Source: an optimization exercise on an open RTL-to-GDS flow (aim: small area). Production flows keep margins and buffers that such runs may drop. In this exercise RTL edits were held to simulation tests only and were not proved equivalent to the original. Power is estimated from default activity; no workload was simulated.

==> run.sh <==
#!/bin/bash
# synth_recipe.tcl (not shown) runs the flow's synth.tcl, then flattens the netlist and writes it again
# the make line also repeats each setting of config.mk as NAME=value (left out here)
make -C /OpenROAD-flow-scripts/flow DESIGN_CONFIG=/design/flow/config.mk WORK_HOME=/design/flow/orfs CLKGATE_MAP_FILE= SYNTH_SCRIPT=/design/flow/synth_recipe.tcl finish
==> config.mk <==
export PLATFORM = sky130hd
export DESIGN_NAME = sha256_main_round
export DESIGN_NICKNAME = sha256_main_round
export VERILOG_FILES = /design/flow/design.v
export SDC_FILE = /design/flow/constraint.sdc
export NUM_CORES = 4
export LEC_CHECK = 0
export CAP_MARGIN = 20
export CORE_MARGIN = 2
export CORE_UTILIZATION = 40
export SLEW_MARGIN = 20
==> constraint.sdc <==
create_clock -name core_clock -period 8.0 [get_ports {clk}]
set_input_delay 1.6000 -clock core_clock [delete_from_list [all_inputs] [get_ports {clk}]]
set_output_delay 1.6000 -clock core_clock [all_outputs]
set_load 0.01 [all_outputs]
==> design.v <==
package sha256_pkg;
    typedef enum logic [1:0] {
        IDLE   = 2'd0,
        ROUND  = 2'd1,
        UPDATE = 2'd2
    } state_e;
    typedef struct packed {
        logic [31:0] a;
        logic [31:0] b;
        logic [31:0] c;
        logic [31:0] d;
        logic [31:0] e;
        logic [31:0] f;
        logic [31:0] g;
        logic [31:0] h;
    } work_t;
    localparam work_t IV_WORK = work_t'(256'h6a09e667_bb67ae85_3c6ef372_a54ff53a_510e527f_9b05688c_1f83d9ab_5be0cd19);
    function automatic logic [31:0] k_const(input logic [5:0] t);
        case (t)
            6'd0: k_const = 32'h428a2f98;
            6'd1: k_const = 32'h71374491;
            6'd2: k_const = 32'hb5c0fbcf;
            6'd3: k_const = 32'he9b5dba5;
            6'd4: k_const = 32'h3956c25b;
            6'd5: k_const = 32'h59f111f1;
            6'd6: k_const = 32'h923f82a4;
            6'd7: k_const = 32'hab1c5ed5;
            6'd8: k_const = 32'hd807aa98;
            6'd9: k_const = 32'h12835b01;
            6'd10: k_const = 32'h243185be;
            6'd11: k_const = 32'h550c7dc3;
            6'd12: k_const = 32'h72be5d74;
            6'd13: k_const = 32'h80deb1fe;
            6'd14: k_const = 32'h9bdc06a7;
            6'd15: k_const = 32'hc19bf174;
            6'd16: k_const = 32'he49b69c1;
            6'd17: k_const = 32'hefbe4786;
            6'd18: k_const = 32'h0fc19dc6;
            6'd19: k_const = 32'h240ca1cc;
            6'd20: k_const = 32'h2de92c6f;
            6'd21: k_const = 32'h4a7484aa;
            6'd22: k_const = 32'h5cb0a9dc;
            6'd23: k_const = 32'h76f988da;
            6'd24: k_const = 32'h983e5152;
            6'd25: k_const = 32'ha831c66d;
            6'd26: k_const = 32'hb00327c8;
            6'd27: k_const = 32'hbf597fc7;
            6'd28: k_const = 32'hc6e00bf3;
            6'd29: k_const = 32'hd5a79147;
            6'd30: k_const = 32'h06ca6351;
            6'd31: k_const = 32'h14292967;
            6'd32: k_const = 32'h27b70a85;
            6'd33: k_const = 32'h2e1b2138;
            6'd34: k_const = 32'h4d2c6dfc;
            6'd35: k_const = 32'h53380d13;
            6'd36: k_const = 32'h650a7354;
            6'd37: k_const = 32'h766a0abb;
            6'd38: k_const = 32'h81c2c92e;
            6'd39: k_const = 32'h92722c85;
            6'd40: k_const = 32'ha2bfe8a1;
            6'd41: k_const = 32'ha81a664b;
            6'd42: k_const = 32'hc24b8b70;
            6'd43: k_const = 32'hc76c51a3;
            6'd44: k_const = 32'hd192e819;
            6'd45: k_const = 32'hd6990624;
            6'd46: k_const = 32'hf40e3585;
            6'd47: k_const = 32'h106aa070;
            6'd48: k_const = 32'h19a4c116;
            6'd49: k_const = 32'h1e376c08;
            6'd50: k_const = 32'h2748774c;
            6'd51: k_const = 32'h34b0bcb5;
            6'd52: k_const = 32'h391c0cb3;
            6'd53: k_const = 32'h4ed8aa4a;
            6'd54: k_const = 32'h5b9cca4f;
            6'd55: k_const = 32'h682e6ff3;
            6'd56: k_const = 32'h748f82ee;
            6'd57: k_const = 32'h78a5636f;
            6'd58: k_const = 32'h84c87814;
            6'd59: k_const = 32'h8cc70208;
            6'd60: k_const = 32'h90befffa;
            6'd61: k_const = 32'ha4506ceb;
            6'd62: k_const = 32'hbef9a3f7;
            6'd63: k_const = 32'hc67178f2;
            default: k_const = 32'h0;
        endcase
    endfunction
    function automatic logic [31:0] rotr(input logic [31:0] x, input int n);
        rotr = (x >> n) | (x << (32 - n));
    endfunction
    function automatic logic [31:0] big_sigma0(input logic [31:0] x);
        big_sigma0 = {x[1:0], x[31:2]} ^ {x[12:0], x[31:13]} ^ {x[21:0], x[31:22]};
    endfunction
    function automatic logic [31:0] big_sigma1(input logic [31:0] x);
        big_sigma1 = {x[5:0], x[31:6]} ^ {x[10:0], x[31:11]} ^ {x[24:0], x[31:25]};
    endfunction
    function automatic logic [31:0] small_sigma0(input logic [31:0] x);
        small_sigma0 = {x[6:0], x[31:7]} ^ {x[17:0], x[31:18]} ^ (x >> 3);
    endfunction
    function automatic logic [31:0] small_sigma1(input logic [31:0] x);
        small_sigma1 = {x[16:0], x[31:17]} ^ {x[18:0], x[31:19]} ^ (x >> 10);
    endfunction
    function automatic logic [31:0] ch(input logic [31:0] x, input logic [31:0] y,
                                       input logic [31:0] z);
        ch = (x & y) ^ (~x & z);
    endfunction
    function automatic logic [31:0] maj(input logic [31:0] x, input logic [31:0] y,
                                        input logic [31:0] z);
        maj = (x & y) ^ (x & z) ^ (y & z);
    endfunction
    function automatic logic [255:0] add_work(input logic [255:0] x, input logic [255:0] y);
        add_work = {
            x[255:224] + y[255:224],
            x[223:192] + y[223:192],
            x[191:160] + y[191:160],
            x[159:128] + y[159:128],
            x[127:96] + y[127:96],
            x[95:64] + y[95:64],
            x[63:32] + y[63:32],
            x[31:0] + y[31:0]
        };
    endfunction
endpackage
module sha256_round_comb
(
    input  logic [31:0] a,
    input  logic [31:0] b,
    input  logic [31:0] c,
    input  logic [31:0] d,
    input  logic [31:0] e,
    input  logic [31:0] f,
    input  logic [31:0] g,
    input  logic [31:0] h,
    input  logic [31:0] k_t,
    input  logic [31:0] w_t,
    output logic [31:0] a_n,
    output logic [31:0] b_n,
    output logic [31:0] c_n,
    output logic [31:0] d_n,
    output logic [31:0] e_n,
    output logic [31:0] f_n,
    output logic [31:0] g_n,
    output logic [31:0] h_n
);
    logic [31:0] t1;
    logic [31:0] t2;
    assign t1  = h + sha256_pkg::big_sigma1(e) + sha256_pkg::ch(e, f, g) + k_t + w_t;
    assign t2  = sha256_pkg::big_sigma0(a) + sha256_pkg::maj(a, b, c);
    assign a_n = t1 + t2;
    assign b_n = a;
    assign c_n = b;
    assign d_n = c;
    assign e_n = d + t1;
    assign f_n = e;
    assign g_n = f;
    assign h_n = g;
endmodule
module sha256_main_round
#(
    parameter int P_ROUNDS = 64
) (
    input  logic         clk,
    input  logic         reset_n,
    input  logic         msg_init,
    input  logic         w_vld,
    input  logic [5:0]   w_cnt,
    input  logic [31:0]  Wt,
    output logic         busy,
    output logic         blk_done,
    output logic         seq_err,
    output logic [255:0] digest
);
    localparam logic [5:0] LAST_CNT = 6'(P_ROUNDS - 1);
    sha256_pkg::state_e      state;
    sha256_pkg::state_e      state_nxt;
    sha256_pkg::work_t       work;
    sha256_pkg::work_t       hash;
    sha256_pkg::work_t       src;
    logic [5:0]  cnt;
    logic        accept;
    logic        last;
    logic        bad_beat;
    logic [31:0] a_n, b_n, c_n, d_n, e_n, f_n, g_n, h_n;
    assign src = (state == sha256_pkg::IDLE) ? hash : work;
    sha256_round_comb u_round (
        .a   (src.a),
        .b   (src.b),
        .c   (src.c),
        .d   (src.d),
        .e   (src.e),
        .f   (src.f),
        .g   (src.g),
        .h   (src.h),
        .k_t (sha256_pkg::k_const(w_cnt)),
        .w_t (Wt),
        .a_n (a_n),
        .b_n (b_n),
        .c_n (c_n),
        .d_n (d_n),
        .e_n (e_n),
        .f_n (f_n),
        .g_n (g_n),
        .h_n (h_n)
    );
    always_comb begin
        accept    = 1'b0;
        state_nxt = state;
        unique case (state)
            sha256_pkg::IDLE:    accept = w_vld && !msg_init && (w_cnt == 6'd0);
            sha256_pkg::ROUND:   accept = w_vld && !msg_init && (w_cnt == cnt);
            default: accept = 1'b0;
        endcase
        if (msg_init) begin
            state_nxt = sha256_pkg::IDLE;
        end else begin
            unique case (state)
                sha256_pkg::IDLE:    if (accept) state_nxt = sha256_pkg::ROUND;
                sha256_pkg::ROUND:   if (accept && (w_cnt == LAST_CNT)) state_nxt = sha256_pkg::UPDATE;
                default: state_nxt = sha256_pkg::IDLE;
            endcase
        end
    end
    assign last     = accept && (w_cnt == LAST_CNT);
    assign bad_beat = w_vld && !msg_init && !accept;
    always_ff @(posedge clk or negedge reset_n) begin
        if (!reset_n) begin
            state    <= sha256_pkg::IDLE;
            work     <= '0;
            hash     <= sha256_pkg::IV_WORK;
            cnt      <= '0;
            blk_done <= 1'b0;
            seq_err  <= 1'b0;
        end else begin
            state    <= state_nxt;
            blk_done <= last;
            if (msg_init) begin
                work    <= '0;
                cnt     <= '0;
                hash    <= sha256_pkg::IV_WORK;
                seq_err <= 1'b0;
            end else begin
                if (accept) begin
                    work <= sha256_pkg::work_t'({a_n, b_n, c_n, d_n, e_n, f_n, g_n, h_n});
                    cnt  <= cnt + 6'd1;   
                end
                if (state == sha256_pkg::UPDATE) begin
                    hash <= sha256_pkg::add_work(hash, work);
                end
                if (bad_beat) begin
                    seq_err <= 1'b1;
                end
            end
        end
    end
    assign busy   = (state != sha256_pkg::IDLE);
    assign digest = hash;
endmodule
==> impl_metrics.json <==
{
  "netlist_area_mm2": 0.0489,
  "max-vdd-ir-drop_mv": 0.226,
  "synth_fp_nets": 6562,
  "area_growth_pct": 23.5,
  "nets": 7187,
  "yosys_register_bits": 522,
  "drive_gt1_frac": 0.153,
  "dieArea_mm2": 0.125,
  "clkLatencyLatePin_ps": 690,
  "drt-pass1-iter-count": 6,
  "end_kind": "register",
  "clock_sinks": 522,
  "yosys_warnings": 2,
  "finalNonFillerCells": 8335,
  "final_hold_viol_count": 0,
  "r2r_setup_slack_ps": 270,
  "synth_largest_area_cell": "dfrtp_1",
  "grtUsageTotal": 0.348,
  "startpoint_type": "primary input",
  "slew_headroom": 0.224,
  "synth_edf_count": 0,
  "avgRoutedWirePerCell_um": 26.9,
  "crit_top_cell": "fa_1",
  "synth_area_per_cell_um2": 8.11,
  "final.setup.tns_ps": 0,
  "place_area_mm2": 0.0576,
  "drtIter0Drc": 5394,
  "via_per_inst": 5.93,
  "synth_seq_area_share": 0.271,
  "core-area_mm2": 0.122,
  "synth_ff_type": "dfrtp_1",
  "grt_pass1_wl_um": 323000,
  "power.internal_mw": 7.57,
  "clk_transition_reported_paths_ps": 60,
  "detail-route-antenna-nets": 0,
  "hold_buffers": 0,
  "power_leakage_nw": 27.7,
  "grt_max_degree": 233,
  "final_cell_mix": "849 x nand2_1, 609 x buf_4, 522 x a21oi_1, 447 x o21ai_0, 415 x nor2_1",
  "ioPinCount": 301,
  "p_comb_frac": 0.494,
  "finish.utilization": 0.497,
  "rsz0062_at_grt": "yes",
  "cts_buffers": 69,
  "drc": 0,
  "crit_buf_inv": 4,
  "finalSetupViolCount": 0,
  "cts-root-buf": "clkbuf_16",
  "path_class": "in -> reg",
  "final_area_mm2": 0.0604,
  "fin_skew_ps": 51.6,
  "fin_crit_sh": 0.976,
  "port_buffers": 300,
  "die-height_um": 354,
  "seqPwrFrac": 0.222,
  "totalWireLength_um": 224000,
  "cap_viol_max_count": 0,
  "rows": 128,
  "synth_cells": 6026,
  "cts.htree.levels": 3,
  "dpl.hpwl_um": 174000,
  "tightest_slew_ps": 1160,
  "gp_congestion": 1.03,
  "slowest_stage": "fa_1",
  "yosys.cell_types.count": 97,
  "clockBufferDepth": 3,
  "layout_commonest_cell": "nand2_1",
  "synth.area.top_cells": "dfrtp_1 20%, ha_1 9.2%, dfstp_2 7.3%",
  "cp_max_fo": 4,
  "placedCellCount": 8203,
  "fin_crit_ps": 7810,
  "critPathArrivalTime_ps": 8410,
  "drv_slew": 0,
  "setup_ws_ps": 193,
  "crit_required_ps": 8600,
  "pre_cts_slack_ps": -1440,
  "powerDensity_mw_per_mm2": 200,
  "swShare": 0.374,
  "status": "finished clean",
  "vias": 49400,
  "grt_pass1_vias": 45600,
  "async_flop_share": 1.00,
  "start_util": 0.402,
  "grt_overflow": 0,
  "p_clk_frac": 0.284,
  "slowest_delay_ps": 620,
  "fmax_mhz": 128,
  "yosys.area.top_type_share": 0.198,
  "die_x_um": 354,
  "antenna_found_initial": 1,
  "critical-path-top-delay-family": "adder cells",
  "hp-class": "reg -> reg",
  "switchingPower_mw": 4.51,
  "cts_tree": "yes"
}
[through the flow]
| stage | hold WS, ps | power [mW] |
|---|---|---|
| after CTS | 511 | 11.9 |
| final | 504 | 12.1 |
| after global routing | 520 | 12.7 |
| after detailed placement | 498 | 8.44 |
| after floorplan | 496 | 5.57 |
| after global placement | 481 | 8.45 |
[tightest hold or removal path, cell delays in order (launching register included)]
cell	delay, ps
dfrtp_1	340
a21oi_1	40
nor2_1	90
[power by group through the flow]
| stage | combinational [mW] | clock (mW) | sequential (mW) |
|---|---|---|---|
| 6_report | 5.97 | 3.43 | 2.68 |
| 5_1_grt | 6.45 | 3.57 | 2.68 |
| 4_1_cts | 5.80 | 3.47 | 2.68 |
| 3_5_place_dp | 5.72 | 0 | 2.72 |
| 3_3_place_gp | 5.73 | 0 | 2.72 |
| 2_1_floorplan | 2.86 | 0 | 2.71 |
[path summary, 6_finish.rpt]
path / from / endpoint / depth (start not counted)
max reg2reg: state[1]$_DFFE_PN0P_ / work[255]$_DFFE_PN0P_ / 31
min in group asynchronous: reset_n / hash[7]$_DFFE_PN0P_ / 1
max: Wt[7] / work[255]$_DFFE_PN0P_ / 26
min: seq_err$_DFFE_PN0P_ / seq_err$_DFFE_PN0P_ / 2
max in group asynchronous: reset_n / hash[122]$_DFFE_PN0P_ / 2
min reg2reg: seq_err$_DFFE_PN0P_ / seq_err$_DFFE_PN0P_ / 2
[cells by family (layout without fill, tap and decap cells)]
group,Yosys count,in the layout,synth area share
DFF,522,522,0.271
other,0,2,0
buffers and inverters,635,1317,0.0489
muxes,172,172,0.0373
adders and majority gates,526,526,0.154
xor gates and xnor gates,492,492,0.0884
AOI/OAI and AO/OA,1791,1791,0.231
and+or+nand+nor,1888,1888,0.170
[cell type report]
class                   instances  area (um^2)
diodes                          2         5.00
clock buffers                 104         2050
clock inverters                24          388
fillers                     11800        61200
inverters                     252          965
multi-input cells            4869        33600
flip-flops and latches        522        13200
well taps                    1625         2030
repair buffers                937         8120
[state kept, by name, indices dropped and copies added, names as in the netlist]
signal	flops
hash	256
work	256
cnt	6
state	2
blk_done	1
seq_err	1
[cells in the mapped netlist, types with 9 or more instances]
library cell / number
a211oi_1: 105
dfrtp_1: 386
nand3b_1: 11
nor2b_1: 67
a21oi_1: 532
or3_1: 28
a21boi_0: 9
a31oi_1: 39
nor3_1: 95
ha_1: 360
mux2i_1: 157
a211o_1: 10
or2_2: 17
fa_1: 134
nand2b_1: 57
a21o_1: 141
a311oi_1: 93
nor4_1: 9
o211ai_1: 105
a31o_2: 11
o21bai_1: 34
inv_1: 248
nand3_1: 230
o31ai_1: 48
buf_1: 95
nor2_1: 423
maj3_1: 32
nand4_1: 19
o21ai_0: 459
clkbuf_1: 282
and2_1: 15
o22ai_1: 12
dfstp_2: 136
o311ai_0: 19
xnor2_1: 294
a221o_1: 12
xor2_1: 197
and3_1: 33
o31a_1: 9
o21a_1: 56
nand2_1: 850
[layer usage]
metal | part of all wire | global-route usage | vias to the layer above | wire (um)
met3 | 0.083 | 0.0634 | 407 | 18700
met1 | 0.44 | 0.494 | 24200 | 97900
met2 | 0.43 | 0.519 | 2258 | 96400
met5 | 0 | 0 | - | 0
li1 | - | - | 22600 | -
met4 | 0.049 | 0.147 | 0 | 10900
[what timing repair did]
action	in CTS	in global routing
buffers inserted	1	1
pin swaps	1	28
resized for setup	20	69
setup endpoints to repair	29	23

[port drivers added, routing unchanged]
The flow's constraints put no driver on any port. The routed layout listed below was extracted and timed again, unchanged, in two steps. Step 1 assumes that a clkbuf_16 drives the clock port and a buf_2 every other input. Step 2 moves the port delays by t, midway between the first and last clock arrival at a register: inputs arrive t later, outputs are due t later. That takes back most of the time a late clock gives input paths. a / b / c = ideal / step 1 / step 2; a / b = the first two.
shift t [ns]: 0.750
setup slack, ns: 0.193 / 0.251 / -0.499
hold WS [ns]: 0.504 / 0.504 / 0.504
With both steps, setup timing fails in this run, where it was met with ideal ports. For this run, drivers alone change the setup slack by +0.058 ns; drivers and shift together by -0.692 ns.
